This design comes from an exercise in tuning for small area on the open sky130 flow, not from production work. Only simulation tests tie the RTL to the original design; equivalence was not proved. Power is estimated from default activity; no workload was simulated.

==> flow/design.v <==
package layer_pkg;
   typedef logic signed [16-1:0] data_t;
   typedef logic [$clog2(8)-1:0] vec_addr_t;
   typedef logic [$clog2(16)-1:0] out_idx_t;
endpackage
package layer_coef_pkg;
   localparam int WEIGHT_ENTRIES = 4 * 8 * (16 / 4);
   localparam int BIAS_ENTRIES   = 4 * (16 / 4);
   localparam logic [WEIGHT_ENTRIES*16-1:0] weight_table = {
      {
         -16'sd38,  16'sd33,  16'sd109, 16'sd24,  -16'sd3,   -16'sd45,  -16'sd19,  16'sd48,
         16'sd103,  16'sd18,  16'sd82,  -16'sd28, 16'sd101,  -16'sd64,  -16'sd108, 16'sd3,
         -16'sd18,  16'sd107, 16'sd2,   -16'sd45, -16'sd85,  16'sd22,   16'sd86,   16'sd32,
         -16'sd1,   -16'sd105, 16'sd81, 16'sd42,  16'sd45,   16'sd39,   -16'sd54,  16'sd63
      },
      {
         16'sd29,   -16'sd75, -16'sd24, 16'sd89,  -16'sd12,  -16'sd72,  16'sd114,  -16'sd15,
         -16'sd11,  -16'sd4,  -16'sd36, 16'sd105, 16'sd53,   -16'sd50,  -16'sd37,  16'sd72,
         -16'sd110, -16'sd77, 16'sd9,   16'sd71,  16'sd1,    16'sd100,  16'sd15,   -16'sd72,
         16'sd90,   16'sd84,  16'sd7,   -16'sd36, 16'sd56,   -16'sd106, 16'sd20,   16'sd22
      },
      {
         -16'sd109, -16'sd24, 16'sd30,  16'sd68,  -16'sd123, -16'sd41,  16'sd119,  16'sd31,
         16'sd54,   16'sd121, 16'sd12,  16'sd60,  -16'sd48,  16'sd3,    -16'sd37,  16'sd78,
         16'sd93,   -16'sd101, 16'sd116, -16'sd83, 16'sd31,  -16'sd49,  16'sd124,  16'sd29,
         -16'sd78,  16'sd8,   16'sd67,  16'sd81,  16'sd87,   16'sd63,   -16'sd18,  -16'sd105
      },
      {
         -16'sd2,   -16'sd5,  16'sd22,  -16'sd23, 16'sd96,   -16'sd58,  16'sd36,   -16'sd70,
         16'sd126,  16'sd113, -16'sd73, 16'sd94,  -16'sd73,  16'sd92,   -16'sd104, -16'sd98,
         -16'sd64,  -16'sd77, -16'sd4,  -16'sd9,  -16'sd113, 16'sd20,   16'sd21,   -16'sd3,
         16'sd115,  16'sd106, 16'sd14,  -16'sd126, -16'sd1,  -16'sd93,  16'sd0,    16'sd126
      }
   };
   localparam logic [BIAS_ENTRIES*16-1:0] bias_table = {
      {-16'sd70, 16'sd120, 16'sd71,  -16'sd60},
      {-16'sd47, 16'sd115, -16'sd83, 16'sd67},
      {16'sd41,  16'sd38,  -16'sd81, -16'sd106},
      {16'sd103, 16'sd83,  16'sd0,   -16'sd10}
   };
endpackage
module layer_sequencer (
   input  logic                 clk,
   input  logic                 reset,
   input  logic                 s_valid,
   input  logic                 m_ready,
   output logic                 s_ready,
   output logic                 m_valid,
   output logic                 vec_wr_en,    
   output layer_pkg::vec_addr_t pos,          
   output logic                 run,          
   output logic                 en,           
   output layer_pkg::out_idx_t  out_idx,      
   output logic [5:0]           entry_next,   
   output logic                 x_bypass      
);
   layer_pkg::vec_addr_t load_cnt;    
   logic vec_pending;    
   logic done;           
   logic fire;
   logic can_start;
   logic start;
   logic last_start;     
   logic gap;            
   assign m_valid = done;
   assign fire    = done & m_ready;
   assign can_start  = (pos[1:0] == 2'd0) && (pos[2] != out_idx[0]) && !run && (!done || fire);
   assign start      = can_start && (out_idx != '0 || vec_pending || vec_wr_en);
   assign last_start = can_start && out_idx == 4'd15;
   assign en         = start | run;
   assign s_ready   = (pos == load_cnt) && (load_cnt != '0 || !vec_pending || last_start);
   assign vec_wr_en = s_ready & s_valid;
   assign gap       = (pos == load_cnt) && (load_cnt != '0) && !s_valid;
   layer_pkg::vec_addr_t load_cnt_d;
   assign load_cnt_d = reset ? '0 : load_cnt + vec_wr_en;
   layer_pkg::vec_addr_t pos_d;
   layer_pkg::out_idx_t  out_idx_d;
   logic                 finish;         
   assign finish     = run && pos[1:0] == 2'd3 && !(gap && out_idx == '0);
   assign pos_d      = reset ? '0 : pos + 1'b1;
   assign out_idx_d  = reset ? '0 : out_idx + finish;
   assign entry_next = {out_idx_d, pos_d[1:0]};
   always_ff @(posedge clk) begin
      pos      <= pos_d;
      out_idx  <= out_idx_d;
      load_cnt <= load_cnt_d;
      x_bypass <= (pos_d == load_cnt_d) && out_idx_d == '0;
   end
   always_ff @(posedge clk) begin
      if (reset) begin
         vec_pending <= 1'b0;
         run         <= 1'b0;
         done        <= 1'b0;
      end else begin
         if (vec_wr_en && load_cnt == 3'd7)
            vec_pending <= 1'b1;
         else if (start && out_idx == 4'd15)
            vec_pending <= 1'b0;
         if (start)
            run <= 1'b1;
         else if (run && (pos[1:0] == 2'd3 || (gap && out_idx == '0)))
            run <= 1'b0;
         if (finish)
            done <= 1'b1;
         else if (fire)
            done <= 1'b0;
      end
   end
endmodule
module mac_lane (
   input  logic                 clk,
   input  logic                 run,        
   input  logic                 en,         
   input  layer_pkg::out_idx_t  out_idx,
   input  layer_pkg::vec_addr_t pos,
   input  logic [5:0]           entry_next,    
   input  layer_pkg::data_t     x_a,
   input  layer_pkg::data_t     x_b,
   output layer_pkg::data_t     acc,
   output logic [16-1:0] acc_cy    
);
   localparam int ENTRIES = 16 * 4;
   localparam int BW = 16;    
   function automatic logic [15:0] negsum(input logic [7:0] w);
      logic [8:0] wx;
      wx     = {w, 1'b0};
      negsum = '0;
      for (int k = 0; k < 4; k++)
         if (wx[2*k+2] && !(wx[2*k+1] && wx[2*k]))
            negsum = negsum + (16'd1 << (2 * k));
   endfunction
   function automatic logic [15:0] row_negsum(input int j);
      int e;
      row_negsum = '0;
      for (int c = 0; c < 8; c++) begin
         e = (j % 4) * 8 * (16 / 4) + (j / 4) * 8 + c;
         row_negsum = row_negsum
                      + negsum(layer_coef_pkg::weight_table[(layer_coef_pkg::WEIGHT_ENTRIES - 1 - e) * 16 +: 8]);
      end
   endfunction
   logic [4*ENTRIES-1:0] a_one, a_two, a_neg, b_one, b_two, b_neg;
   logic [16*BW-1:0] b_rom;
   logic [ENTRIES*8-1:0]        wa_rom, wb_rom;
   genvar i;
   generate
      for (i = 0; i < ENTRIES; i++) begin : g_w
         localparam int J  = i / 4;
         localparam int CA = (1 - J % 2) * 4 + i % 4;
         localparam int CB = (J % 2) * 4 + i % 4;
         localparam int EA = (J % 4) * 8 * (16 / 4)
                             + (J / 4) * 8 + CA;
         localparam int EB = (J % 4) * 8 * (16 / 4)
                             + (J / 4) * 8 + CB;
         localparam logic [8:0] WA = {layer_coef_pkg::weight_table[(layer_coef_pkg::WEIGHT_ENTRIES - 1 - EA) * 16 +: 8], 1'b0};
         localparam logic [8:0] WB = {layer_coef_pkg::weight_table[(layer_coef_pkg::WEIGHT_ENTRIES - 1 - EB) * 16 +: 8], 1'b0};
         assign wa_rom[i*8 +: 8] = WA[8:1];
         assign wb_rom[i*8 +: 8] = WB[8:1];
         for (genvar k = 0; k < 4; k++) begin : g_k
            assign a_one[k*ENTRIES + i] = WA[2*k+1] ^ WA[2*k];
            assign a_two[k*ENTRIES + i] = (WA[2*k+2] & ~WA[2*k+1] & ~WA[2*k]) | (~WA[2*k+2] & WA[2*k+1] & WA[2*k]);
            assign a_neg[k*ENTRIES + i] = WA[2*k+2] & ~(WA[2*k+1] & WA[2*k]);
            assign b_one[k*ENTRIES + i] = WB[2*k+1] ^ WB[2*k];
            assign b_two[k*ENTRIES + i] = (WB[2*k+2] & ~WB[2*k+1] & ~WB[2*k]) | (~WB[2*k+2] & WB[2*k+1] & WB[2*k]);
            assign b_neg[k*ENTRIES + i] = WB[2*k+2] & ~(WB[2*k+1] & WB[2*k]);
         end
      end
      for (i = 0; i < 16; i++) begin : g_b
         localparam int E = (i % 4) * (16 / 4) + i / 4;
         localparam logic [7:0] B8 =
            layer_coef_pkg::bias_table[(layer_coef_pkg::BIAS_ENTRIES - 1 - E) * 16 +: 8];
         assign b_rom[i*16 +: 16] = {{8{B8[7]}}, B8} + row_negsum(i);
      end
   endgenerate
   logic [5:0]  entry;
   logic [15:0] bias;
   logic [15:0] addend;
   logic [3:0]  neg_a, one_a, two_a, neg_b, one_b, two_b;
   assign entry  = {out_idx, pos[1:0]};
   assign bias   = b_rom[out_idx*16 +: 16];
   assign addend = run ? acc : bias;
   logic [7:0] wa_q, wb_q;
   always_ff @(posedge clk) begin
      wa_q <= wa_rom[entry_next*8 +: 8];
      wb_q <= wb_rom[entry_next*8 +: 8];
   end
   logic [8:0] wxa, wxb;
   assign wxa = {wa_q, 1'b0};
   assign wxb = {wb_q, 1'b0};
   generate
      for (i = 0; i < 4; i++) begin : g_digit
         assign one_a[i] = wxa[2*i+1] ^ wxa[2*i];
         assign two_a[i] = (wxa[2*i+2] & ~wxa[2*i+1] & ~wxa[2*i]) | (~wxa[2*i+2] & wxa[2*i+1] & wxa[2*i]);
         assign neg_a[i] = wxa[2*i+2] & ~(wxa[2*i+1] & wxa[2*i]);
         assign one_b[i] = wxb[2*i+1] ^ wxb[2*i];
         assign two_b[i] = (wxb[2*i+2] & ~wxb[2*i+1] & ~wxb[2*i]) | (~wxb[2*i+2] & wxb[2*i+1] & wxb[2*i]);
         assign neg_b[i] = wxb[2*i+2] & ~(wxb[2*i+1] & wxb[2*i]);
      end
   endgenerate
   logic [15:0] pp_a0;
   assign pp_a0[0] = ((one_a[0] & x_a[0])) ^ neg_a[0];
   assign pp_a0[1] = ((one_a[0] & x_a[1]) | (two_a[0] & x_a[0])) ^ neg_a[0];
   assign pp_a0[2] = ((one_a[0] & x_a[2]) | (two_a[0] & x_a[1])) ^ neg_a[0];
   assign pp_a0[3] = ((one_a[0] & x_a[3]) | (two_a[0] & x_a[2])) ^ neg_a[0];
   assign pp_a0[4] = ((one_a[0] & x_a[4]) | (two_a[0] & x_a[3])) ^ neg_a[0];
   assign pp_a0[5] = ((one_a[0] & x_a[5]) | (two_a[0] & x_a[4])) ^ neg_a[0];
   assign pp_a0[6] = ((one_a[0] & x_a[6]) | (two_a[0] & x_a[5])) ^ neg_a[0];
   assign pp_a0[7] = ((one_a[0] & x_a[7]) | (two_a[0] & x_a[6])) ^ neg_a[0];
   assign pp_a0[8] = ((one_a[0] & x_a[8]) | (two_a[0] & x_a[7])) ^ neg_a[0];
   assign pp_a0[9] = ((one_a[0] & x_a[9]) | (two_a[0] & x_a[8])) ^ neg_a[0];
   assign pp_a0[10] = ((one_a[0] & x_a[10]) | (two_a[0] & x_a[9])) ^ neg_a[0];
   assign pp_a0[11] = ((one_a[0] & x_a[11]) | (two_a[0] & x_a[10])) ^ neg_a[0];
   assign pp_a0[12] = ((one_a[0] & x_a[12]) | (two_a[0] & x_a[11])) ^ neg_a[0];
   assign pp_a0[13] = ((one_a[0] & x_a[13]) | (two_a[0] & x_a[12])) ^ neg_a[0];
   assign pp_a0[14] = ((one_a[0] & x_a[14]) | (two_a[0] & x_a[13])) ^ neg_a[0];
   assign pp_a0[15] = ((one_a[0] & x_a[15]) | (two_a[0] & x_a[14])) ^ neg_a[0];
   logic [15:2] pp_a1;
   assign pp_a1[2] = ((one_a[1] & x_a[0])) ^ neg_a[1];
   assign pp_a1[3] = ((one_a[1] & x_a[1]) | (two_a[1] & x_a[0])) ^ neg_a[1];
   assign pp_a1[4] = ((one_a[1] & x_a[2]) | (two_a[1] & x_a[1])) ^ neg_a[1];
   assign pp_a1[5] = ((one_a[1] & x_a[3]) | (two_a[1] & x_a[2])) ^ neg_a[1];
   assign pp_a1[6] = ((one_a[1] & x_a[4]) | (two_a[1] & x_a[3])) ^ neg_a[1];
   assign pp_a1[7] = ((one_a[1] & x_a[5]) | (two_a[1] & x_a[4])) ^ neg_a[1];
   assign pp_a1[8] = ((one_a[1] & x_a[6]) | (two_a[1] & x_a[5])) ^ neg_a[1];
   assign pp_a1[9] = ((one_a[1] & x_a[7]) | (two_a[1] & x_a[6])) ^ neg_a[1];
   assign pp_a1[10] = ((one_a[1] & x_a[8]) | (two_a[1] & x_a[7])) ^ neg_a[1];
   assign pp_a1[11] = ((one_a[1] & x_a[9]) | (two_a[1] & x_a[8])) ^ neg_a[1];
   assign pp_a1[12] = ((one_a[1] & x_a[10]) | (two_a[1] & x_a[9])) ^ neg_a[1];
   assign pp_a1[13] = ((one_a[1] & x_a[11]) | (two_a[1] & x_a[10])) ^ neg_a[1];
   assign pp_a1[14] = ((one_a[1] & x_a[12]) | (two_a[1] & x_a[11])) ^ neg_a[1];
   assign pp_a1[15] = ((one_a[1] & x_a[13]) | (two_a[1] & x_a[12])) ^ neg_a[1];
   logic [15:4] pp_a2;
   assign pp_a2[4] = ((one_a[2] & x_a[0])) ^ neg_a[2];
   assign pp_a2[5] = ((one_a[2] & x_a[1]) | (two_a[2] & x_a[0])) ^ neg_a[2];
   assign pp_a2[6] = ((one_a[2] & x_a[2]) | (two_a[2] & x_a[1])) ^ neg_a[2];
   assign pp_a2[7] = ((one_a[2] & x_a[3]) | (two_a[2] & x_a[2])) ^ neg_a[2];
   assign pp_a2[8] = ((one_a[2] & x_a[4]) | (two_a[2] & x_a[3])) ^ neg_a[2];
   assign pp_a2[9] = ((one_a[2] & x_a[5]) | (two_a[2] & x_a[4])) ^ neg_a[2];
   assign pp_a2[10] = ((one_a[2] & x_a[6]) | (two_a[2] & x_a[5])) ^ neg_a[2];
   assign pp_a2[11] = ((one_a[2] & x_a[7]) | (two_a[2] & x_a[6])) ^ neg_a[2];
   assign pp_a2[12] = ((one_a[2] & x_a[8]) | (two_a[2] & x_a[7])) ^ neg_a[2];
   assign pp_a2[13] = ((one_a[2] & x_a[9]) | (two_a[2] & x_a[8])) ^ neg_a[2];
   assign pp_a2[14] = ((one_a[2] & x_a[10]) | (two_a[2] & x_a[9])) ^ neg_a[2];
   assign pp_a2[15] = ((one_a[2] & x_a[11]) | (two_a[2] & x_a[10])) ^ neg_a[2];
   logic [15:6] pp_a3;
   assign pp_a3[6] = ((one_a[3] & x_a[0])) ^ neg_a[3];
   assign pp_a3[7] = ((one_a[3] & x_a[1]) | (two_a[3] & x_a[0])) ^ neg_a[3];
   assign pp_a3[8] = ((one_a[3] & x_a[2]) | (two_a[3] & x_a[1])) ^ neg_a[3];
   assign pp_a3[9] = ((one_a[3] & x_a[3]) | (two_a[3] & x_a[2])) ^ neg_a[3];
   assign pp_a3[10] = ((one_a[3] & x_a[4]) | (two_a[3] & x_a[3])) ^ neg_a[3];
   assign pp_a3[11] = ((one_a[3] & x_a[5]) | (two_a[3] & x_a[4])) ^ neg_a[3];
   assign pp_a3[12] = ((one_a[3] & x_a[6]) | (two_a[3] & x_a[5])) ^ neg_a[3];
   assign pp_a3[13] = ((one_a[3] & x_a[7]) | (two_a[3] & x_a[6])) ^ neg_a[3];
   assign pp_a3[14] = ((one_a[3] & x_a[8]) | (two_a[3] & x_a[7])) ^ neg_a[3];
   assign pp_a3[15] = ((one_a[3] & x_a[9]) | (two_a[3] & x_a[8])) ^ neg_a[3];
   logic [15:0] pp_b0;
   assign pp_b0[0] = ((one_b[0] & x_b[0])) ^ neg_b[0];
   assign pp_b0[1] = ((one_b[0] & x_b[1]) | (two_b[0] & x_b[0])) ^ neg_b[0];
   assign pp_b0[2] = ((one_b[0] & x_b[2]) | (two_b[0] & x_b[1])) ^ neg_b[0];
   assign pp_b0[3] = ((one_b[0] & x_b[3]) | (two_b[0] & x_b[2])) ^ neg_b[0];
   assign pp_b0[4] = ((one_b[0] & x_b[4]) | (two_b[0] & x_b[3])) ^ neg_b[0];
   assign pp_b0[5] = ((one_b[0] & x_b[5]) | (two_b[0] & x_b[4])) ^ neg_b[0];
   assign pp_b0[6] = ((one_b[0] & x_b[6]) | (two_b[0] & x_b[5])) ^ neg_b[0];
   assign pp_b0[7] = ((one_b[0] & x_b[7]) | (two_b[0] & x_b[6])) ^ neg_b[0];
   assign pp_b0[8] = ((one_b[0] & x_b[8]) | (two_b[0] & x_b[7])) ^ neg_b[0];
   assign pp_b0[9] = ((one_b[0] & x_b[9]) | (two_b[0] & x_b[8])) ^ neg_b[0];
   assign pp_b0[10] = ((one_b[0] & x_b[10]) | (two_b[0] & x_b[9])) ^ neg_b[0];
   assign pp_b0[11] = ((one_b[0] & x_b[11]) | (two_b[0] & x_b[10])) ^ neg_b[0];
   assign pp_b0[12] = ((one_b[0] & x_b[12]) | (two_b[0] & x_b[11])) ^ neg_b[0];
   assign pp_b0[13] = ((one_b[0] & x_b[13]) | (two_b[0] & x_b[12])) ^ neg_b[0];
   assign pp_b0[14] = ((one_b[0] & x_b[14]) | (two_b[0] & x_b[13])) ^ neg_b[0];
   assign pp_b0[15] = ((one_b[0] & x_b[15]) | (two_b[0] & x_b[14])) ^ neg_b[0];
   logic [15:2] pp_b1;
   assign pp_b1[2] = ((one_b[1] & x_b[0])) ^ neg_b[1];
   assign pp_b1[3] = ((one_b[1] & x_b[1]) | (two_b[1] & x_b[0])) ^ neg_b[1];
   assign pp_b1[4] = ((one_b[1] & x_b[2]) | (two_b[1] & x_b[1])) ^ neg_b[1];
   assign pp_b1[5] = ((one_b[1] & x_b[3]) | (two_b[1] & x_b[2])) ^ neg_b[1];
   assign pp_b1[6] = ((one_b[1] & x_b[4]) | (two_b[1] & x_b[3])) ^ neg_b[1];
   assign pp_b1[7] = ((one_b[1] & x_b[5]) | (two_b[1] & x_b[4])) ^ neg_b[1];
   assign pp_b1[8] = ((one_b[1] & x_b[6]) | (two_b[1] & x_b[5])) ^ neg_b[1];
   assign pp_b1[9] = ((one_b[1] & x_b[7]) | (two_b[1] & x_b[6])) ^ neg_b[1];
   assign pp_b1[10] = ((one_b[1] & x_b[8]) | (two_b[1] & x_b[7])) ^ neg_b[1];
   assign pp_b1[11] = ((one_b[1] & x_b[9]) | (two_b[1] & x_b[8])) ^ neg_b[1];
   assign pp_b1[12] = ((one_b[1] & x_b[10]) | (two_b[1] & x_b[9])) ^ neg_b[1];
   assign pp_b1[13] = ((one_b[1] & x_b[11]) | (two_b[1] & x_b[10])) ^ neg_b[1];
   assign pp_b1[14] = ((one_b[1] & x_b[12]) | (two_b[1] & x_b[11])) ^ neg_b[1];
   assign pp_b1[15] = ((one_b[1] & x_b[13]) | (two_b[1] & x_b[12])) ^ neg_b[1];
   logic [15:4] pp_b2;
   assign pp_b2[4] = ((one_b[2] & x_b[0])) ^ neg_b[2];
   assign pp_b2[5] = ((one_b[2] & x_b[1]) | (two_b[2] & x_b[0])) ^ neg_b[2];
   assign pp_b2[6] = ((one_b[2] & x_b[2]) | (two_b[2] & x_b[1])) ^ neg_b[2];
   assign pp_b2[7] = ((one_b[2] & x_b[3]) | (two_b[2] & x_b[2])) ^ neg_b[2];
   assign pp_b2[8] = ((one_b[2] & x_b[4]) | (two_b[2] & x_b[3])) ^ neg_b[2];
   assign pp_b2[9] = ((one_b[2] & x_b[5]) | (two_b[2] & x_b[4])) ^ neg_b[2];
   assign pp_b2[10] = ((one_b[2] & x_b[6]) | (two_b[2] & x_b[5])) ^ neg_b[2];
   assign pp_b2[11] = ((one_b[2] & x_b[7]) | (two_b[2] & x_b[6])) ^ neg_b[2];
   assign pp_b2[12] = ((one_b[2] & x_b[8]) | (two_b[2] & x_b[7])) ^ neg_b[2];
   assign pp_b2[13] = ((one_b[2] & x_b[9]) | (two_b[2] & x_b[8])) ^ neg_b[2];
   assign pp_b2[14] = ((one_b[2] & x_b[10]) | (two_b[2] & x_b[9])) ^ neg_b[2];
   assign pp_b2[15] = ((one_b[2] & x_b[11]) | (two_b[2] & x_b[10])) ^ neg_b[2];
   logic [15:6] pp_b3;
   assign pp_b3[6] = ((one_b[3] & x_b[0])) ^ neg_b[3];
   assign pp_b3[7] = ((one_b[3] & x_b[1]) | (two_b[3] & x_b[0])) ^ neg_b[3];
   assign pp_b3[8] = ((one_b[3] & x_b[2]) | (two_b[3] & x_b[1])) ^ neg_b[3];
   assign pp_b3[9] = ((one_b[3] & x_b[3]) | (two_b[3] & x_b[2])) ^ neg_b[3];
   assign pp_b3[10] = ((one_b[3] & x_b[4]) | (two_b[3] & x_b[3])) ^ neg_b[3];
   assign pp_b3[11] = ((one_b[3] & x_b[5]) | (two_b[3] & x_b[4])) ^ neg_b[3];
   assign pp_b3[12] = ((one_b[3] & x_b[6]) | (two_b[3] & x_b[5])) ^ neg_b[3];
   assign pp_b3[13] = ((one_b[3] & x_b[7]) | (two_b[3] & x_b[6])) ^ neg_b[3];
   assign pp_b3[14] = ((one_b[3] & x_b[8]) | (two_b[3] & x_b[7])) ^ neg_b[3];
   assign pp_b3[15] = ((one_b[3] & x_b[9]) | (two_b[3] & x_b[8])) ^ neg_b[3];
   logic s1, c2, s3, c4, s5, c6, s7, c8, s9, c10, s11, c12, s13, c14, s15, c16;
   logic s17, c18, s19, c20, s21, c22, s23, c24, s25, c26, s27, c28, s29, c30, s31, c32;
   logic s33, c34, s35, c36, s37, c38, s39, c40, s41, c42, s43, c44, s45, c46, s47, c48;
   logic s49, c50, s51, c52, s53, c54, s55, c56, s57, s58, s59, s60, c61, s62, c63, s64;
   logic c65, s66, c67, s68, c69, s70, c71, s72, c73, s74, c75, s76, c77, s78, c79, s80;
   logic c81, s82, c83, s84, c85, s86, c87, s88, c89, s90, c91, s92, c93, s94, c95, s96;
   logic c97, s98, c99, s100, c101, s102, c103, s104, c105, s106, c107, s108, s109, s110, c111, s112;
   logic c113, s114, c115, s116, c117, s118, c119, s120, c121, s122, c123, s124, c125, s126, c127, s128;
   logic c129, s130, c131, s132, c133, s134, c135, s136, s137, c138, s139, c140, s141, c142, s143, c144;
   logic s145, c146, s147, c148, s149, c150, s151, c152, s153, c154, s155, c156, s157, c158, s159, c160;
   logic s161, c162, s163, c164, s165, c166, s167;
   assign s1 = addend[4] ^ pp_b0[4];
   assign c2 = addend[4] & pp_b0[4];
   assign s3 = addend[5] ^ pp_b0[5] ^ pp_b1[5];
   assign c4 = (addend[5] & pp_b0[5]) | (addend[5] & pp_b1[5]) | (pp_b0[5] & pp_b1[5]);
   assign s5 = addend[6] ^ pp_b0[6] ^ pp_b1[6];
   assign c6 = (addend[6] & pp_b0[6]) | (addend[6] & pp_b1[6]) | (pp_b0[6] & pp_b1[6]);
   assign s7 = pp_b2[6] ^ pp_b3[6] ^ pp_a0[6];
   assign c8 = (pp_b2[6] & pp_b3[6]) | (pp_b2[6] & pp_a0[6]) | (pp_b3[6] & pp_a0[6]);
   assign s9 = addend[7] ^ pp_b0[7] ^ pp_b1[7];
   assign c10 = (addend[7] & pp_b0[7]) | (addend[7] & pp_b1[7]) | (pp_b0[7] & pp_b1[7]);
   assign s11 = pp_b2[7] ^ pp_b3[7] ^ pp_a0[7];
   assign c12 = (pp_b2[7] & pp_b3[7]) | (pp_b2[7] & pp_a0[7]) | (pp_b3[7] & pp_a0[7]);
   assign s13 = pp_a1[7] ^ pp_a2[7];
   assign c14 = pp_a1[7] & pp_a2[7];
   assign s15 = addend[8] ^ pp_b0[8] ^ pp_b1[8];
   assign c16 = (addend[8] & pp_b0[8]) | (addend[8] & pp_b1[8]) | (pp_b0[8] & pp_b1[8]);
   assign s17 = pp_b2[8] ^ pp_b3[8] ^ pp_a0[8];
   assign c18 = (pp_b2[8] & pp_b3[8]) | (pp_b2[8] & pp_a0[8]) | (pp_b3[8] & pp_a0[8]);
   assign s19 = pp_a1[8] ^ pp_a2[8] ^ pp_a3[8];
   assign c20 = (pp_a1[8] & pp_a2[8]) | (pp_a1[8] & pp_a3[8]) | (pp_a2[8] & pp_a3[8]);
   assign s21 = addend[9] ^ pp_b0[9] ^ pp_b1[9];
   assign c22 = (addend[9] & pp_b0[9]) | (addend[9] & pp_b1[9]) | (pp_b0[9] & pp_b1[9]);
   assign s23 = pp_b2[9] ^ pp_b3[9] ^ pp_a0[9];
   assign c24 = (pp_b2[9] & pp_b3[9]) | (pp_b2[9] & pp_a0[9]) | (pp_b3[9] & pp_a0[9]);
   assign s25 = pp_a1[9] ^ pp_a2[9] ^ pp_a3[9];
   assign c26 = (pp_a1[9] & pp_a2[9]) | (pp_a1[9] & pp_a3[9]) | (pp_a2[9] & pp_a3[9]);
   assign s27 = addend[10] ^ pp_b0[10] ^ pp_b1[10];
   assign c28 = (addend[10] & pp_b0[10]) | (addend[10] & pp_b1[10]) | (pp_b0[10] & pp_b1[10]);
   assign s29 = pp_b2[10] ^ pp_b3[10] ^ pp_a0[10];
   assign c30 = (pp_b2[10] & pp_b3[10]) | (pp_b2[10] & pp_a0[10]) | (pp_b3[10] & pp_a0[10]);
   assign s31 = pp_a1[10] ^ pp_a2[10] ^ pp_a3[10];
   assign c32 = (pp_a1[10] & pp_a2[10]) | (pp_a1[10] & pp_a3[10]) | (pp_a2[10] & pp_a3[10]);
   assign s33 = addend[11] ^ pp_b0[11] ^ pp_b1[11];
   assign c34 = (addend[11] & pp_b0[11]) | (addend[11] & pp_b1[11]) | (pp_b0[11] & pp_b1[11]);
   assign s35 = pp_b2[11] ^ pp_b3[11] ^ pp_a0[11];
   assign c36 = (pp_b2[11] & pp_b3[11]) | (pp_b2[11] & pp_a0[11]) | (pp_b3[11] & pp_a0[11]);
   assign s37 = pp_a1[11] ^ pp_a2[11] ^ pp_a3[11];
   assign c38 = (pp_a1[11] & pp_a2[11]) | (pp_a1[11] & pp_a3[11]) | (pp_a2[11] & pp_a3[11]);
   assign s39 = addend[12] ^ pp_b0[12] ^ pp_b1[12];
   assign c40 = (addend[12] & pp_b0[12]) | (addend[12] & pp_b1[12]) | (pp_b0[12] & pp_b1[12]);
   assign s41 = pp_b2[12] ^ pp_b3[12] ^ pp_a0[12];
   assign c42 = (pp_b2[12] & pp_b3[12]) | (pp_b2[12] & pp_a0[12]) | (pp_b3[12] & pp_a0[12]);
   assign s43 = pp_a1[12] ^ pp_a2[12] ^ pp_a3[12];
   assign c44 = (pp_a1[12] & pp_a2[12]) | (pp_a1[12] & pp_a3[12]) | (pp_a2[12] & pp_a3[12]);
   assign s45 = addend[13] ^ pp_b0[13] ^ pp_b1[13];
   assign c46 = (addend[13] & pp_b0[13]) | (addend[13] & pp_b1[13]) | (pp_b0[13] & pp_b1[13]);
   assign s47 = pp_b2[13] ^ pp_b3[13] ^ pp_a0[13];
   assign c48 = (pp_b2[13] & pp_b3[13]) | (pp_b2[13] & pp_a0[13]) | (pp_b3[13] & pp_a0[13]);
   assign s49 = pp_a1[13] ^ pp_a2[13] ^ pp_a3[13];
   assign c50 = (pp_a1[13] & pp_a2[13]) | (pp_a1[13] & pp_a3[13]) | (pp_a2[13] & pp_a3[13]);
   assign s51 = addend[14] ^ pp_b0[14] ^ pp_b1[14];
   assign c52 = (addend[14] & pp_b0[14]) | (addend[14] & pp_b1[14]) | (pp_b0[14] & pp_b1[14]);
   assign s53 = pp_b2[14] ^ pp_b3[14] ^ pp_a0[14];
   assign c54 = (pp_b2[14] & pp_b3[14]) | (pp_b2[14] & pp_a0[14]) | (pp_b3[14] & pp_a0[14]);
   assign s55 = pp_a1[14] ^ pp_a2[14] ^ pp_a3[14];
   assign c56 = (pp_a1[14] & pp_a2[14]) | (pp_a1[14] & pp_a3[14]) | (pp_a2[14] & pp_a3[14]);
   assign s57 = addend[15] ^ pp_b0[15] ^ pp_b1[15];
   assign s58 = pp_b2[15] ^ pp_b3[15] ^ pp_a0[15];
   assign s59 = pp_a1[15] ^ pp_a2[15] ^ pp_a3[15];
   assign s60 = addend[2] ^ pp_b0[2];
   assign c61 = addend[2] & pp_b0[2];
   assign s62 = addend[3] ^ pp_b0[3] ^ pp_b1[3];
   assign c63 = (addend[3] & pp_b0[3]) | (addend[3] & pp_b1[3]) | (pp_b0[3] & pp_b1[3]);
   assign s64 = pp_b1[4] ^ pp_b2[4] ^ s1;
   assign c65 = (pp_b1[4] & pp_b2[4]) | (pp_b1[4] & s1) | (pp_b2[4] & s1);
   assign s66 = pp_a0[4] ^ pp_a1[4];
   assign c67 = pp_a0[4] & pp_a1[4];
   assign s68 = pp_b2[5] ^ c2 ^ s3;
   assign c69 = (pp_b2[5] & c2) | (pp_b2[5] & s3) | (c2 & s3);
   assign s70 = pp_a0[5] ^ pp_a1[5] ^ pp_a2[5];
   assign c71 = (pp_a0[5] & pp_a1[5]) | (pp_a0[5] & pp_a2[5]) | (pp_a1[5] & pp_a2[5]);
   assign s72 = c4 ^ s5 ^ pp_a1[6];
   assign c73 = (c4 & s5) | (c4 & pp_a1[6]) | (s5 & pp_a1[6]);
   assign s74 = pp_a2[6] ^ pp_a3[6] ^ s7;
   assign c75 = (pp_a2[6] & pp_a3[6]) | (pp_a2[6] & s7) | (pp_a3[6] & s7);
   assign s76 = c6 ^ s9 ^ pp_a3[7];
   assign c77 = (c6 & s9) | (c6 & pp_a3[7]) | (s9 & pp_a3[7]);
   assign s78 = s13 ^ c8 ^ s11;
   assign c79 = (s13 & c8) | (s13 & s11) | (c8 & s11);
   assign s80 = c10 ^ s15 ^ c14;
   assign c81 = (c10 & s15) | (c10 & c14) | (s15 & c14);
   assign s82 = c12 ^ s17 ^ s19;
   assign c83 = (c12 & s17) | (c12 & s19) | (s17 & s19);
   assign s84 = c16 ^ s21 ^ c18;
   assign c85 = (c16 & s21) | (c16 & c18) | (s21 & c18);
   assign s86 = c20 ^ s23 ^ s25;
   assign c87 = (c20 & s23) | (c20 & s25) | (s23 & s25);
   assign s88 = c22 ^ s27 ^ c24;
   assign c89 = (c22 & s27) | (c22 & c24) | (s27 & c24);
   assign s90 = c26 ^ s29 ^ s31;
   assign c91 = (c26 & s29) | (c26 & s31) | (s29 & s31);
   assign s92 = c28 ^ s33 ^ c30;
   assign c93 = (c28 & s33) | (c28 & c30) | (s33 & c30);
   assign s94 = c32 ^ s35 ^ s37;
   assign c95 = (c32 & s35) | (c32 & s37) | (s35 & s37);
   assign s96 = c34 ^ s39 ^ c36;
   assign c97 = (c34 & s39) | (c34 & c36) | (s39 & c36);
   assign s98 = c38 ^ s41 ^ s43;
   assign c99 = (c38 & s41) | (c38 & s43) | (s41 & s43);
   assign s100 = c40 ^ s45 ^ c42;
   assign c101 = (c40 & s45) | (c40 & c42) | (s45 & c42);
   assign s102 = c44 ^ s47 ^ s49;
   assign c103 = (c44 & s47) | (c44 & s49) | (s47 & s49);
   assign s104 = c46 ^ s51 ^ c48;
   assign c105 = (c46 & s51) | (c46 & c48) | (s51 & c48);
   assign s106 = c50 ^ s53 ^ s55;
   assign c107 = (c50 & s53) | (c50 & s55) | (s53 & s55);
   assign s108 = c52 ^ s57 ^ c54;
   assign s109 = c56 ^ s58 ^ s59;
   assign s110 = pp_b1[2] ^ s60;
   assign c111 = pp_b1[2] & s60;
   assign s112 = c61 ^ s62 ^ pp_a0[3];
   assign c113 = (c61 & s62) | (c61 & pp_a0[3]) | (s62 & pp_a0[3]);
   assign s114 = c63 ^ s64 ^ pp_a2[4];
   assign c115 = (c63 & s64) | (c63 & pp_a2[4]) | (s64 & pp_a2[4]);
   assign s116 = c65 ^ s68 ^ c67;
   assign c117 = (c65 & s68) | (c65 & c67) | (s68 & c67);
   assign s118 = c69 ^ c71 ^ s72;
   assign c119 = (c69 & c71) | (c69 & s72) | (c71 & s72);
   assign s120 = c73 ^ s76 ^ c75;
   assign c121 = (c73 & s76) | (c73 & c75) | (s76 & c75);
   assign s122 = c77 ^ s80 ^ c79;
   assign c123 = (c77 & s80) | (c77 & c79) | (s80 & c79);
   assign s124 = c81 ^ s84 ^ c83;
   assign c125 = (c81 & s84) | (c81 & c83) | (s84 & c83);
   assign s126 = c85 ^ s88 ^ c87;
   assign c127 = (c85 & s88) | (c85 & c87) | (s88 & c87);
   assign s128 = c89 ^ s92 ^ c91;
   assign c129 = (c89 & s92) | (c89 & c91) | (s92 & c91);
   assign s130 = c93 ^ s96 ^ c95;
   assign c131 = (c93 & s96) | (c93 & c95) | (s96 & c95);
   assign s132 = c97 ^ s100 ^ c99;
   assign c133 = (c97 & s100) | (c97 & c99) | (s100 & c99);
   assign s134 = c101 ^ s104 ^ c103;
   assign c135 = (c101 & s104) | (c101 & c103) | (s104 & c103);
   assign s136 = c105 ^ s108 ^ c107;
   assign s137 = addend[0] ^ pp_b0[0];
   assign c138 = addend[0] & pp_b0[0];
   assign s139 = addend[1] ^ pp_b0[1] ^ pp_a0[1];
   assign c140 = (addend[1] & pp_b0[1]) | (addend[1] & pp_a0[1]) | (pp_b0[1] & pp_a0[1]);
   assign s141 = s110 ^ pp_a0[2] ^ pp_a1[2];
   assign c142 = (s110 & pp_a0[2]) | (s110 & pp_a1[2]) | (pp_a0[2] & pp_a1[2]);
   assign s143 = c111 ^ pp_a1[3] ^ s112;
   assign c144 = (c111 & pp_a1[3]) | (c111 & s112) | (pp_a1[3] & s112);
   assign s145 = s66 ^ c113 ^ s114;
   assign c146 = (s66 & c113) | (s66 & s114) | (c113 & s114);
   assign s147 = c115 ^ s70 ^ s116;
   assign c148 = (c115 & s70) | (c115 & s116) | (s70 & s116);
   assign s149 = c117 ^ s74 ^ s118;
   assign c150 = (c117 & s74) | (c117 & s118) | (s74 & s118);
   assign s151 = c119 ^ s78 ^ s120;
   assign c152 = (c119 & s78) | (c119 & s120) | (s78 & s120);
   assign s153 = s82 ^ c121 ^ s122;
   assign c154 = (s82 & c121) | (s82 & s122) | (c121 & s122);
   assign s155 = s86 ^ c123 ^ s124;
   assign c156 = (s86 & c123) | (s86 & s124) | (c123 & s124);
   assign s157 = s90 ^ c125 ^ s126;
   assign c158 = (s90 & c125) | (s90 & s126) | (c125 & s126);
   assign s159 = s94 ^ c127 ^ s128;
   assign c160 = (s94 & c127) | (s94 & s128) | (c127 & s128);
   assign s161 = s98 ^ c129 ^ s130;
   assign c162 = (s98 & c129) | (s98 & s130) | (c129 & s130);
   assign s163 = s102 ^ c131 ^ s132;
   assign c164 = (s102 & c131) | (s102 & s132) | (c131 & s132);
   assign s165 = s106 ^ c133 ^ s134;
   assign c166 = (s106 & c133) | (s106 & s134) | (c133 & s134);
   assign s167 = s109 ^ c135 ^ s136;
   logic [15:0] op_a, op_b;
   assign op_a = {s167, s165, s163, s161, s159, s157, s155, s153, s151, s149, s147, s145, s143, s141, s139, pp_a0[0]};
   assign op_b = {c166, c164, c162, c160, c158, c156, c154, c152, c150, c148, c146, c144, c142, c140, c138, s137};
   logic [15:0] cy;
   logic [15:0] sum;
   logic [15:0] cy_out;
   assign cy[0] = 1'b0;
   assign sum[0] = op_a[0] ^ op_b[0] ^ cy[0];
   assign cy[1] = (op_a[0] & op_b[0]) | (op_a[0] & cy[0]) | (op_b[0] & cy[0]);
   assign sum[1] = op_a[1] ^ op_b[1] ^ cy[1];
   assign cy[2] = (op_a[1] & op_b[1]) | (op_a[1] & cy[1]) | (op_b[1] & cy[1]);
   assign sum[2] = op_a[2] ^ op_b[2] ^ cy[2];
   assign cy[3] = (op_a[2] & op_b[2]) | (op_a[2] & cy[2]) | (op_b[2] & cy[2]);
   assign sum[3] = op_a[3] ^ op_b[3] ^ cy[3];
   assign cy[4] = (op_a[3] & op_b[3]) | (op_a[3] & cy[3]) | (op_b[3] & cy[3]);
   assign sum[4] = op_a[4] ^ op_b[4] ^ cy[4];
   assign cy[5] = (op_a[4] & op_b[4]) | (op_a[4] & cy[4]) | (op_b[4] & cy[4]);
   assign sum[5] = op_a[5] ^ op_b[5] ^ cy[5];
   assign cy_out[6] = (op_a[5] & op_b[5]) | (op_a[5] & cy[5]) | (op_b[5] & cy[5]);
   assign cy[6] = run & acc_cy[6];
   assign sum[6] = op_a[6] ^ op_b[6] ^ cy[6];
   assign cy[7] = (op_a[6] & op_b[6]) | (op_a[6] & cy[6]) | (op_b[6] & cy[6]);
   assign sum[7] = op_a[7] ^ op_b[7] ^ cy[7];
   assign cy[8] = (op_a[7] & op_b[7]) | (op_a[7] & cy[7]) | (op_b[7] & cy[7]);
   assign sum[8] = op_a[8] ^ op_b[8] ^ cy[8];
   assign cy[9] = (op_a[8] & op_b[8]) | (op_a[8] & cy[8]) | (op_b[8] & cy[8]);
   assign sum[9] = op_a[9] ^ op_b[9] ^ cy[9];
   assign cy[10] = (op_a[9] & op_b[9]) | (op_a[9] & cy[9]) | (op_b[9] & cy[9]);
   assign sum[10] = op_a[10] ^ op_b[10] ^ cy[10];
   assign cy_out[11] = (op_a[10] & op_b[10]) | (op_a[10] & cy[10]) | (op_b[10] & cy[10]);
   assign cy[11] = run & acc_cy[11];
   assign sum[11] = op_a[11] ^ op_b[11] ^ cy[11];
   assign cy[12] = (op_a[11] & op_b[11]) | (op_a[11] & cy[11]) | (op_b[11] & cy[11]);
   assign sum[12] = op_a[12] ^ op_b[12] ^ cy[12];
   assign cy[13] = (op_a[12] & op_b[12]) | (op_a[12] & cy[12]) | (op_b[12] & cy[12]);
   assign sum[13] = op_a[13] ^ op_b[13] ^ cy[13];
   assign cy_out[14] = (op_a[13] & op_b[13]) | (op_a[13] & cy[13]) | (op_b[13] & cy[13]);
   assign cy[14] = run & acc_cy[14];
   assign sum[14] = op_a[14] ^ op_b[14] ^ cy[14];
   assign cy[15] = (op_a[14] & op_b[14]) | (op_a[14] & cy[14]) | (op_b[14] & cy[14]);
   assign sum[15] = op_a[15] ^ op_b[15] ^ cy[15];
   assign cy_out[0] = 1'b0;
   assign cy_out[1] = 1'b0;
   assign cy_out[2] = 1'b0;
   assign cy_out[3] = 1'b0;
   assign cy_out[4] = 1'b0;
   assign cy_out[5] = 1'b0;
   assign cy_out[7] = 1'b0;
   assign cy_out[8] = 1'b0;
   assign cy_out[9] = 1'b0;
   assign cy_out[10] = 1'b0;
   assign cy_out[12] = 1'b0;
   assign cy_out[13] = 1'b0;
   assign cy_out[15] = 1'b0;
   logic [15:0] cy_q;    
   always_ff @(posedge clk)
      if (en) begin
         acc  <= sum;
         cy_q <= cy_out & 16'h4840;
      end
   assign acc_cy = cy_q & 16'h4840;
endmodule
module mac_array (
   input  logic                 clk,
   input  logic                 vec_wr_en,
   input  logic                 x_bypass,
   input  layer_pkg::data_t     data_in,
   input  layer_pkg::vec_addr_t pos,
   input  logic                 run,
   input  logic                 en,
   input  layer_pkg::out_idx_t  out_idx,
   input  logic [5:0]           entry_next,
   output layer_pkg::data_t     acc,
   output logic [16-1:0] acc_cy
);
   layer_pkg::data_t ring [0:8-1];
   always_ff @(posedge clk) begin
      for (int k = 0; k < 8 - 1; k++)
         ring[k] <= ring[k+1];
      ring[8-1] <= vec_wr_en ? data_in : ring[0];
   end
   mac_lane u_lane (
      .clk     (clk),
      .run     (run),
      .en      (en),
      .out_idx (out_idx),
      .pos     (pos),
      .entry_next (entry_next),
      .x_a     (x_bypass ? data_in : ring[0]),    
      .x_b     (ring[8/2]),           
      .acc     (acc),
      .acc_cy  (acc_cy)
   );
endmodule
module result_buffer (
   input  layer_pkg::data_t acc,
   input  logic [16-1:0] acc_cy,
   output layer_pkg::data_t data_out
);
   layer_pkg::data_t result;
   assign result   = acc + acc_cy;
   assign data_out = result[16-1] ? '0 : result;
endmodule
module layer_top (
   input  logic             clk,
   input  logic             reset,
   input  logic             s_valid,
   input  logic             m_ready,
   input  layer_pkg::data_t data_in,
   output logic             s_ready,
   output logic             m_valid,
   output layer_pkg::data_t data_out
);
   logic                 vec_wr_en;
   logic                 x_bypass;
   layer_pkg::vec_addr_t pos;
   logic                 run, en;
   layer_pkg::out_idx_t  out_idx;
   logic [5:0]           entry_next;
   layer_pkg::data_t     acc;
   logic [16-1:0] acc_cy;
   layer_sequencer u_sequencer (
      .clk       (clk),
      .reset     (reset),
      .s_valid   (s_valid),
      .m_ready   (m_ready),
      .s_ready   (s_ready),
      .m_valid   (m_valid),
      .vec_wr_en (vec_wr_en),
      .pos       (pos),
      .run       (run),
      .en        (en),
      .out_idx   (out_idx),
      .entry_next(entry_next),
      .x_bypass  (x_bypass)
   );
   mac_array u_mac_array (
      .clk       (clk),
      .vec_wr_en (vec_wr_en),
      .x_bypass  (x_bypass),
      .data_in   (data_in),
      .pos       (pos),
      .run       (run),
      .en        (en),
      .out_idx   (out_idx),
      .entry_next(entry_next),
      .acc       (acc),
      .acc_cy    (acc_cy)
   );
   result_buffer u_result_buffer (
      .acc      (acc),
      .acc_cy   (acc_cy),
      .data_out (data_out)
   );
endmodule
==> flow/flow/run.sh <==
#!/bin/bash
# The standard synthesis, then its combinational logic mapped again by
# ABC with an area-oriented script (flow/abc_resyn.script): the standard
# synthesis's registers and full-adder cells stay exactly as they are, with their
# names; full adders may work on complemented signals (flow/fa_polarity.py).
# Then the standard layout of that netlist, with extra ORFS make
# variables from flow/make_vars (one per line).
# Logs: flow_synth.log and flow_make.log (make's output), flow_fa_polarity.log,
# flow_resyn.log and flow_resyn_check.log (Yosys); each ORFS step also keeps its own log under orfs/logs.
set -euo pipefail
args=()
while IFS= read -r line; do
   [[ -z "$line" || "$line" == \#* ]] && continue
   args+=("$line")
done < flow/make_vars

bash standard.sh "${args[@]}" synth > flow_synth.log 2>&1

RES=orfs/results/$FLOW_PLATFORM/layer_top/base
LIB=$FLOW_HOME/platforms/$FLOW_PLATFORM/lib/sky130_fd_sc_hd__tt_025C_1v80.lib
YOSYS=$FLOW_HOME/../tools/install/yosys/bin/yosys
DONT_USE=$(grep -o 'sky130_fd_sc_hd__[a-z0-9_]*' $FLOW_HOME/platforms/$FLOW_PLATFORM/config.mk | sort -u | sed 's/^/-dont_use /' | tr '\n' ' ')
cp $RES/1_2_yosys.v 1_2_yosys_standard.v
# Full adders on complemented signals where that saves inverters
python3 flow/fa_polarity.py 1_2_yosys_standard.v 1_2_yosys_fapol.v > flow_fa_polarity.log 2>&1
cat > resyn.ys <<EOT
read_liberty -ignore_miss_func $LIB
read_verilog 1_2_yosys_fapol.v
hierarchy -top $FLOW_TOP
blackbox sky130_fd_sc_hd__dfxtp_1 sky130_fd_sc_hd__edfxtp_1 sky130_fd_sc_hd__fa_1 sky130_fd_sc_hd__conb_1
tee -o resyn_stat_before.txt stat -liberty $LIB
flatten
opt -purge
abc -script $PWD/flow/abc_resyn.script -liberty $LIB $DONT_USE -constr $PWD/orfs/objects/$FLOW_PLATFORM/layer_top/base/abc.constr
splitnets
opt_clean -purge
hilomap -singleton -hicell sky130_fd_sc_hd__conb_1 HI -locell sky130_fd_sc_hd__conb_1 LO
insbuf -buf sky130_fd_sc_hd__buf_4 A X
tee -o resyn_stat_after.txt stat -liberty $LIB
write_verilog -noattr -nohex -nodec 1_2_yosys_resyn.v
EOT
$YOSYS -s resyn.ys > flow_resyn.log 2>&1
# The new netlist must be fully mapped and hold the same registers
cat > resyn_check.ys <<EOT
read_liberty -lib $LIB
read_verilog 1_2_yosys_resyn.v
hierarchy -check -top $FLOW_TOP
check -assert -mapped
EOT
$YOSYS -s resyn_check.ys > flow_resyn_check.log 2>&1
regs() { grep -oE 'sky130_fd_sc_hd__e?dfxtp_[0-9]+ +\\?[^ ]+' "$1" | sort; }
if ! diff <(regs 1_2_yosys_standard.v) <(regs 1_2_yosys_resyn.v) > flow_resyn_regs.diff; then
   echo "registers differ from the standard synthesis" >&2
   exit 1
fi
cp 1_2_yosys_resyn.v $RES/1_2_yosys.v
rm -f $RES/1_synth.odb
bash standard.sh "${args[@]}" finish > flow_make.log 2>&1
==> flow/flow/abc_resyn.script <==
strash
dch -f
amap
strash
dch -f
amap
strash
dch -f
amap
strash
dch -f
amap
topo
stime -c
==> flow/flow/fa_polarity.py <==
#!/usr/bin/env python3
"""Removes inverters between full-adder cells of a mapped netlist.

A full adder is self-dual: FA(~a, ~b, ~c) = (~sum, ~cout). This script picks,
for each full-adder cell, whether it works on complemented signals, so that
as few inverters as possible are needed between the adders and the logic
around them, then rewrites the netlist. The function is unchanged; no
register, port or other cell changes.

usage: fa_polarity.py in.v out.v
"""
import re, sys

src = open(sys.argv[1]).read()
m = re.search(r'^module .*?^endmodule', src, re.S | re.M)
assert m and src.count('\nmodule ') + src.startswith('module ') == 1, 'one module expected'
mod = m.group(0)

cell_re = re.compile(r'^(\s*)(sky130_fd_sc_hd__\w+)\s+(\S+)\s*\((.*?)\);\n', re.S | re.M)
pin_re = re.compile(r'\.(\w+)\(\s*(.*?)\s*\)\s*(?:,|$)', re.S)

cells = []   # [type, name, {pin: net}, span]
for cm in cell_re.finditer(mod):
    pins = dict((p, n.strip()) for p, n in pin_re.findall(cm.group(4)))
    cells.append([cm.group(2), cm.group(3), pins, cm.span()])

OUTS = {'X', 'Y', 'Q', 'Q_N', 'SUM', 'COUT', 'HI', 'LO'}
def v(net):
    # An escaped identifier ends at white space
    return net + ' ' if net.startswith('\\') else net

def is_fa(t): return re.match(r'sky130_fd_sc_hd__fa_\d+$', t) is not None
def is_inv(t): return re.match(r'sky130_fd_sc_hd__(clk)?inv_\d+$', t) is not None

driver = {}
for i, (t, n, pins, _) in enumerate(cells):
    for p, net in pins.items():
        if p in OUTS:
            driver[net] = (i, p)

# Logical source of a net: (base net, inverted?) following inverter cells
def source(net):
    inv = False
    seen = 0
    while net in driver and is_inv(cells[driver[net][0]][0]) and seen < 4:
        net = cells[driver[net][0]][2]['A']
        inv = not inv
        seen += 1
    return net, inv

fa = [i for i, c in enumerate(cells) if is_fa(c[0])]
fa_out = {}   # net -> fa index, for SUM/COUT nets
for i in fa:
    for p in ('SUM', 'COUT'):
        if p in cells[i][2]:
            fa_out[cells[i][2][p]] = i

# Every use of a signal: (cell index, pin, base net, wanted inversion)
uses = []
for i, (t, n, pins, _) in enumerate(cells):
    if is_inv(t):
        continue
    for p, net in pins.items():
        if p in OUTS:
            continue
        b, inv = source(net)
        uses.append((i, p, b, inv))
# Inverter outputs also used by ports (assign) or nothing else: keep them as uses
port_nets = set(re.findall(r'^\s*output\s+(?:\[[^\]]*\]\s*)?(\S+);', mod, re.M))

flip = {i: False for i in fa}

def cost():
    need = set()
    for (i, p, b, inv) in uses:
        pb = flip.get(fa_out.get(b), False)          # physical polarity of b
        want = inv ^ (flip[i] if i in flip else False)
        if want != pb:
            need.add(b)
    return len(need)

best = cost()
start = best
improved = True
while improved:
    improved = False
    for i in fa:
        flip[i] = not flip[i]
        c = cost()
        if c < best:
            best = c
            improved = True
        else:
            flip[i] = not flip[i]

if best >= start:
    open(sys.argv[2], 'w').write(src)
    print(f'fa_polarity: no gain ({start} inverted signals)')
    sys.exit(0)

# Rewrite: each use connects to b (physical polarity pb) or to a new inverter of b
new_cells = []
inv_of = {}
cnt = [0]
def inverted(b):
    if b not in inv_of:
        cnt[0] += 1
        w = f'fapol_n{cnt[0]}'
        inv_of[b] = w
        new_cells.append(f'  wire {w};\n  sky130_fd_sc_hd__inv_1 fapol_i{cnt[0]} (\n    .A({v(b)}),\n    .Y({w})\n  );\n')
    return inv_of[b]

newpins = {}
for (i, p, b, inv) in uses:
    pb = flip.get(fa_out.get(b), False)
    want = inv ^ (flip[i] if i in flip else False)
    newpins[(i, p)] = b if want == pb else inverted(b)

# Output ports driven through an assign or directly by a flipped adder are not
# expected: refuse rather than change a port's value
for net in fa_out:
    base = net.split('[')[0]
    if flip[fa_out[net]] and (base in port_nets or net in port_nets):
        sys.exit('fa_polarity: a flipped adder drives a port')

def drives_port(net):
    return net in port_nets or net.split('[')[0].strip() in port_nets

out = []
pos = 0
used_inv_outputs = set()
for (i, p, b, inv) in uses:
    pass
for i, (t, n, pins, span) in enumerate(cells):
    out.append(mod[pos:span[0]])
    pos = span[1]
    if is_inv(t) and not drives_port(pins['Y']):
        continue   # dropped; the needed inverters are made again below
    if is_inv(t):
        out.append(mod[span[0]:span[1]])
        continue
    body = ',\n'.join(f'    .{p}({v(newpins.get((i, p), net))})' for p, net in pins.items())
    out.append(f'  {t} {n} (\n{body}\n  );\n')
out.append(mod[pos:])
text = ''.join(out)
text = text.replace('\nendmodule', '\n' + ''.join(new_cells) + 'endmodule', 1)
text = src[:m.start()] + text + src[m.end():]
open(sys.argv[2], 'w').write(text)
print(f'fa_polarity: {start} -> {best} inverted signals, {sum(flip.values())} of {len(fa)} adders flipped')
==> flow/flow/make_vars <==
BUFFER_PORTS_ARGS=-buffer_cell sky130_fd_sc_hd__buf_1
GPL_KEEP_OVERFLOW=0
PLACE_DENSITY=0.8
CTS_ARGS=-sink_clustering_enable -repair_clock_nets -buf_list sky130_fd_sc_hd__clkbuf_8 -dont_use_dummy_load
==> flow/standard.sh <==
#!/bin/bash
# synth_recipe.tcl (not shown) runs the flow's synth.tcl, then flattens the netlist and writes it again
# the make line also repeats each setting of config.mk as NAME=value (left out here)
make -C /OpenROAD-flow-scripts/flow DESIGN_CONFIG=/design/flow/config.mk WORK_HOME=/design/flow/orfs CLKGATE_MAP_FILE= SYNTH_SCRIPT=/design/flow/synth_recipe.tcl "${@:-finish}"
==> flow/config.mk <==
export PLATFORM = sky130hd
export DESIGN_NAME = layer_top
export DESIGN_NICKNAME = layer_top
export VERILOG_FILES = /design/flow/design.v
export SDC_FILE = /design/flow/constraint.sdc
export NUM_CORES = 4
export LEC_CHECK = 0
export CAP_MARGIN = 20
export CORE_MARGIN = 2
export CORE_UTILIZATION = 40
export SLEW_MARGIN = 20
==> flow/constraint.sdc <==
create_clock -name core_clock -period 7.0 [get_ports {clk}]
set_input_delay 1.4000 -clock core_clock [delete_from_list [all_inputs] [get_ports {clk}]]
set_output_delay 1.4000 -clock core_clock [all_outputs]
set_load 0.01 [all_outputs]
==> impl_metrics.ini, run 1 <==
[synth]
syn_nets = 1308
syn_inst = 1200
mappedNetlistArea_um2 = 10100
syn_avg_cell_area_um2 = 8.43
synth_warnings = 5

[floorplanning]
fp.dieArea_um2 = 26600
die_h_um = 163
die_x_um = 163
rows = 58
start_util_pct = 40.4
ioPinCount = 38
coreArea_um2 = 25000

[clocking]
cts_max_path_buffers = 2
cts_tree = done
h-tree-depth = 4
clock-sinks = 177
clk_pin_slew_worst_paths_ns = 0.10
cts_root_buf = clkbuf_8
cts_made_buffers = 17
cts_setup_buffers = 0
clk_latency_ns = 0.47

[placed_design]
io_buffers = 36
hpwl_um = 23600
pre_cts_ws_ns = 0.0735
gp_congestion = 0.948

[timing]
fin_hold_ws_ns = 0.288
rsz0062_at_grt = no
fin_skew_ns = 0.0365
finalCriticalPeriod_ns = 6.61
final_hold_viol_count = 0
setup_ws_ns = 0.395
tns_ns = 0
slew-limit-headroom_pct = 31.5
setup_viol = 0
slew_violations = 0
max_freq_mhz = 151
tightest_slew_ns = 1.03
fin_crit_sh_pct = 94.4

[setup_path]
slowest_delay_ns = 0.92
cpMostUsedCell = clkinv_1
reg2reg_slack_ns = 0.39
reg2reg_to = u_mac_array.u_lane.wb_q[2]$_DFF_P_
cp_slowest_cell = a2111oi_0
worst_setup_path_start_kind = flop
critPathTopFamily = buffers and inverters
path_buf_inv = 6
worst_ep_required_time_ns = 7.30
crit_path_end_kind = flop
r2r-start = u_sequencer.pos[0]$_DFF_P_
arrival_ns = 6.91
crit_fanout = 25
critPathLaunch = u_sequencer.pos[0]$_DFF_P_
crit_chain = clkinv_1 -> nor2_1 -> clkinv_1 -> nor3_1 -> nand2_1 -> nor2_1 -> clkinv_1 -> a21oi_1 -> clkinv_1 -> nor2_2 -> buf_6 -> clkinv_1 -> a2111oi_0 -> o32ai_1
crit_type = flop to flop
r2r_cells = 14

[power_and_ir_drop]
power_density_nw_per_um2 = 509
vdd_drop_max_uv = 447
leakagePower_nw = 3.81

[outcome]
outcome = no timing/DRC/antenna violations

[final_layout]
nets = 1368
drive_above_1_share_pct = 2.62
n_fill_cell = 2448
antenna_cells = 0
syn_to_final_growth_pct = 8.67
multi_input_area_um2 = 5880
seqCellArea_um2 = 3740

[grt]
grt_usage_pct = 23.6
grt_max_degree = 29
grt_overflow_total = 0
grt_antenna_before_repair = 0
grt_pass1_vias = 8671
grt_pass1_wl_um = 48100

[hold_path]
hold_class = flop to flop
hp-start = u_mac_array.ring[1][15]$_DFF_P_
hold_path_end = u_mac_array.ring[0][15]$_DFF_P_
hold_depth = 0

[route]
dr.pass1.iters = 10
routed_via_density = 5.89
routed_wl_um = 31100
route.detailed.drc = 0
ant_nets = 0
vias = 9354
wl_per_cell_um = 19.6
drt_iter0_markers = 1232

[flow_run]
maxCapViolCount = 0
## metrics by stage
step	power (mW)	area [um^2]	utilization, %	std cells
floorplan	4.05	10100	-	1200
global placement	4.94	10700	42.6	1565
detailed placement	5.07	10700	42.9	1570
CTS	5.61	11000	43.8	1587
global route	6.15	11000	43.9	1588
finish	5.60	11000	43.9	1588
## flip-flops by register name (all words and copies together) (netlist names)
name and flops:
u_mac_array.u_lane.cy_q 3, u_sequencer.load_cnt 3, u_sequencer.done 1, u_mac_array.u_lane.wb_q 8
u_sequencer.out_idx 4, u_sequencer.vec_pending 1, u_sequencer.x_bypass 1, u_sequencer.run 1
u_mac_array.u_lane.wa_q 8, u_sequencer.pos 3, u_mac_array.u_lane.acc 16, u_mac_array.ring 128
## power breakdown
group	switching [mW]	internal, mW	total [mW]	leakage [nW]
clock network	0.316	0.215	0.531	0.122
logic	1.96	1.46	3.42	2.19
registers	0.125	1.53	1.65	1.50
total	2.40	3.20	5.60	3.81
## worst max-delay path by stage
stage                                           endpoint  slack, ns  cells after the start
detailed placement  u_mac_array.u_lane.acc[10]$_DFFE_PP_       0.07                     15
global route        u_mac_array.u_lane.acc[15]$_DFFE_PP_       0.21                     19
global placement      u_mac_array.u_lane.wb_q[3]$_DFF_P_      -2.11                     12
finish                u_mac_array.u_lane.wb_q[2]$_DFF_P_       0.39                     14
floorplan           u_mac_array.u_lane.acc[10]$_DFFE_PP_       1.06                     15
CTS                 u_mac_array.u_lane.acc[10]$_DFFE_PP_       0.09                     14
## what timing repair did
item / in CTS / in global routing
hold buffers: 0 / 0
endpoints found under the setup margin: 0 / 14
gates resized for setup: 0 / 5
## area by class of cell
type                    instances  area share, %
multi-input cells             879           53.4
flip-flops and latches        177           34.0
well taps                     330           3.75
repair buffers                 42           1.79
clock buffers                  17           2.13
inverters                     143           4.91
## routing by layer
metal | share of wire (%) | global-route usage, % | wire length, um | up-vias
met3 | 8.4 | 4.95 | 2600 | 74
met4 | 3.6 | 9.13 | 1120 | 0
met5 | 0 | 0 | 0 | -
met2 | 45 | 37.6 | 14100 | 520
li1 | - | - | - | 4351
met1 | 43 | 31.7 | 13300 | 4409
## placed cells by master (no fill, tap or decap), types with 8 or more instances in the layout
| cell | instances |
|---|---|
| edfxtp_1 | 19 |
| o32ai_1 | 16 |
| fa_1 | 88 |
| a211oi_1 | 10 |
| o22a_1 | 13 |
| nor2b_1 | 8 |
| buf_1 | 35 |
| o21ai_0 | 114 |
| clkinv_1 | 142 |
| clkbuf_8 | 17 |
| o221ai_1 | 13 |
| a31oi_1 | 12 |
| dfxtp_1 | 156 |
| nor2_1 | 210 |
| o22ai_1 | 114 |
| a21oi_1 | 52 |
| nand2_1 | 127 |
| nor3_1 | 24 |
| a22oi_1 | 14 |
==> inputs of run 2 (changes only) <==
==> flow/flow/abc_resyn.script (replaced) <==
strash
dch -f
amap
topo
stime -c
==> flow/flow/make_vars (replaced) <==
BUFFER_PORTS_ARGS=-buffer_cell sky130_fd_sc_hd__buf_1
GPL_KEEP_OVERFLOW=0
PLACE_DENSITY=0.85
CTS_ARGS=-sink_clustering_enable -repair_clock_nets -buf_list sky130_fd_sc_hd__clkbuf_8 -dont_use_dummy_load
==> run 2 against run 1 <==
Maximum frequency is 0.52% lower; largest cell class unchanged; power is 3.4% lower; routed wire length is 1.9% lower; still clean; global-route usage is 0.42 points lower.
==> impl_metrics.ini, run 2 <==
[power_and_ir_drop]
leakagePower_nw = 3.85
power_density_nw_per_um2 = 495
vdd_drop_max_uv = 302
finalPower_mw = 5.41

[outcome]
outcome = no timing/DRC/antenna violations

[clocking]
cts_max_path_buffers = 2
cts_made_buffers = 17
cts_tree = done
cts_setup_buffers = 0
clk_latency_ns = 0.48
h-tree-depth = 4
cts_root_buf = clkbuf_8
hold_buffers = 0
cts_resized = 0
clk_pin_slew_worst_paths_ns = 0.09
clock-sinks = 177

[synth]
syn_avg_cell_area_um2 = 8.54
syn_inst = 1181
synth_warnings = 5
mappedNetlistArea_um2 = 10100
syn_nets = 1289

[setup_path]
critPathLaunch = u_sequencer.pos[0]$_DFF_P_
crit_fanout = 26
cp_slowest_cell = clkinv_1
cpMostUsedCell = clkinv_1
crit_type = flop to flop
crit_path_end_kind = flop
crit_chain = clkinv_1 -> nor2_1 -> clkinv_1 -> nor3_1 -> nand2_1 -> a21oi_4 -> clkinv_1 -> nor2_4 -> clkinv_1 -> o32ai_1 -> o221ai_1 -> a31oi_1
slowest_delay_ns = 0.87
worst_ep_required_time_ns = 7.38
arrival_ns = 7.02
r2r-start = u_sequencer.pos[0]$_DFF_P_
worst_setup_path_start_kind = flop

[final_layout]
final_cells = 1567
top_regs = u_mac_array.ring (128), u_mac_array.u_lane.acc (16)
layout_common_cells = nor2_1, dfxtp_1, nand2_1, clkinv_1, o21ai_0
nets = 1347
drive_above_1_share_pct = 2.51
n_fill_cell = 2461
final_util_pct = 43.8
final_common_cell = nor2_1
regMostFlops = u_mac_array.ring
largest_register_ffs = 128
antenna_cells = 0
syn_to_final_growth_pct = 8.48

[floorplanning]
die_h_um = 163
die_x_um = 163
coreArea_um2 = 25000
ioPinCount = 38
rows = 58
fp.dieArea_um2 = 26500
start_util_pct = 40.4

[hold_path]
hold_class = flop to flop
hp-start = u_mac_array.ring[1][2]$_DFF_P_

[timing]
final_hold_viol_count = 0
fin_crit_sh_pct = 94.9
slew_violations = 0
fin_hold_ws_ns = 0.311
tightest_slew_ns = 1.15
max_freq_mhz = 151
rsz0062_at_grt = no
setup_viol = 0
finalCriticalPeriod_ns = 6.64
slew-limit-headroom_pct = 23.1
fin_skew_ns = 0.0357

[route]
routed_via_density = 6.00
routed_wl_um = 30500
drt_iter0_markers = 1110
ant_nets = 0
vias = 9407
route.detailed.drc = 0
wl_per_cell_um = 19.4
dr.pass1.iters = 6

[placed_design]
io_buffers = 36
gp_congestion = 1.03
hpwl_um = 23100
placed_cells = 1550

[flow_run]
maxCapViolCount = 0

[grt]
grt_usage_pct = 23.2
grt_max_degree = 40
grt_pass1_wl_um = 47500
grt_overflow_total = 0
grt_antenna_before_repair = 0
grt_pass1_vias = 8589
[run 2: where the power goes]
part	total, mW	internal [mW]	switching, mW
sequential	1.68	1.55	0.131
combinational	3.20	1.38	1.83
clock	0.526	0.214	0.311
total	5.41	3.14	2.27
[run 2: worst max-delay path: cells and delay by family (launching register included)]
family                 cells  cell delay [ns]
and+or+nand+nor            4             1.85
DFF                        1             0.53
AOI/OAI and AO/OA          4             1.74
buffers and inverters      4             2.40
[run 2: cell type report]
type	instances	area, um^2	area share [%]
Multi-Input combinational cell	886	5950	54.4
Clock buffer	17	234	2.14
Sequential cell	177	3730	34.1
Inverter	117	443	4.05
Timing Repair Buffer	40	166	1.52
Tap cell	330	413	3.77
[run 2: worst paths after layout]
| kind | to | slack, ns | cells past startpoint |
|---|---|---|---|
| hold reg to reg | u_mac_array.ring[0][2]$_DFF_P_ | 0.31 | 0 |
| setup / recovery | u_mac_array.u_lane.wa_q[4]$_DFF_P_ | 0.36 | 12 |
| setup reg to reg | u_mac_array.u_lane.wa_q[4]$_DFF_P_ | 0.36 | 12 |
| hold / removal | u_mac_array.ring[0][2]$_DFF_P_ | 0.31 | 0 |
[run 2: metrics by stage]
stage	area [um^2]	TNS, ns	setup slack (ns)
6_report	10900	0	0.360
5_1_grt	10900	0	0.0965
4_1_cts	10900	0	0.109
3_5_place_dp	10700	0	0.138
3_3_place_gp	10600	-20.64	-1.67
2_1_floorplan	10100	0	1.05
[run 2: per-layer routing]
layer,vias to the layer above,track usage (%),routed length [um]
met5,-,0,0
met4,0,7.00,714
met3,77,5.58,3240
met2,577,34.2,12900
met1,4400,33.8,13600
li1,4353,-,-

## static timing again, ports no longer ideal
How much do the figures lean on ideal ports? The routed layouts below were timed once more, with nothing changed but the port constraints.
Step 1 sets driving cells, clkbuf_16 on the clock port and buf_2 on the other inputs (assumed; they add their load-dependent delay and slew).
Step 2 moves the port delays by t, midway between the first and last clock arrival at a register: inputs arrive t later, outputs are due t later. That takes back most of the time a late clock gives input paths.
Slacks: ideal ports / drivers / drivers and shift; pairs: ideal ports / drivers.
run	shift t [ns]	setup WS [ns]	clock arrival spread, ns	worst data-port slew with drivers (ns)
run 1	0.489	0.395 / 0.395 / 0.395	0.040 / 0.039	0.03
run 2	0.505	0.360 / 0.360 / 0.360	0.035 / 0.036	0.04
After both steps every run listed still meets setup and hold.
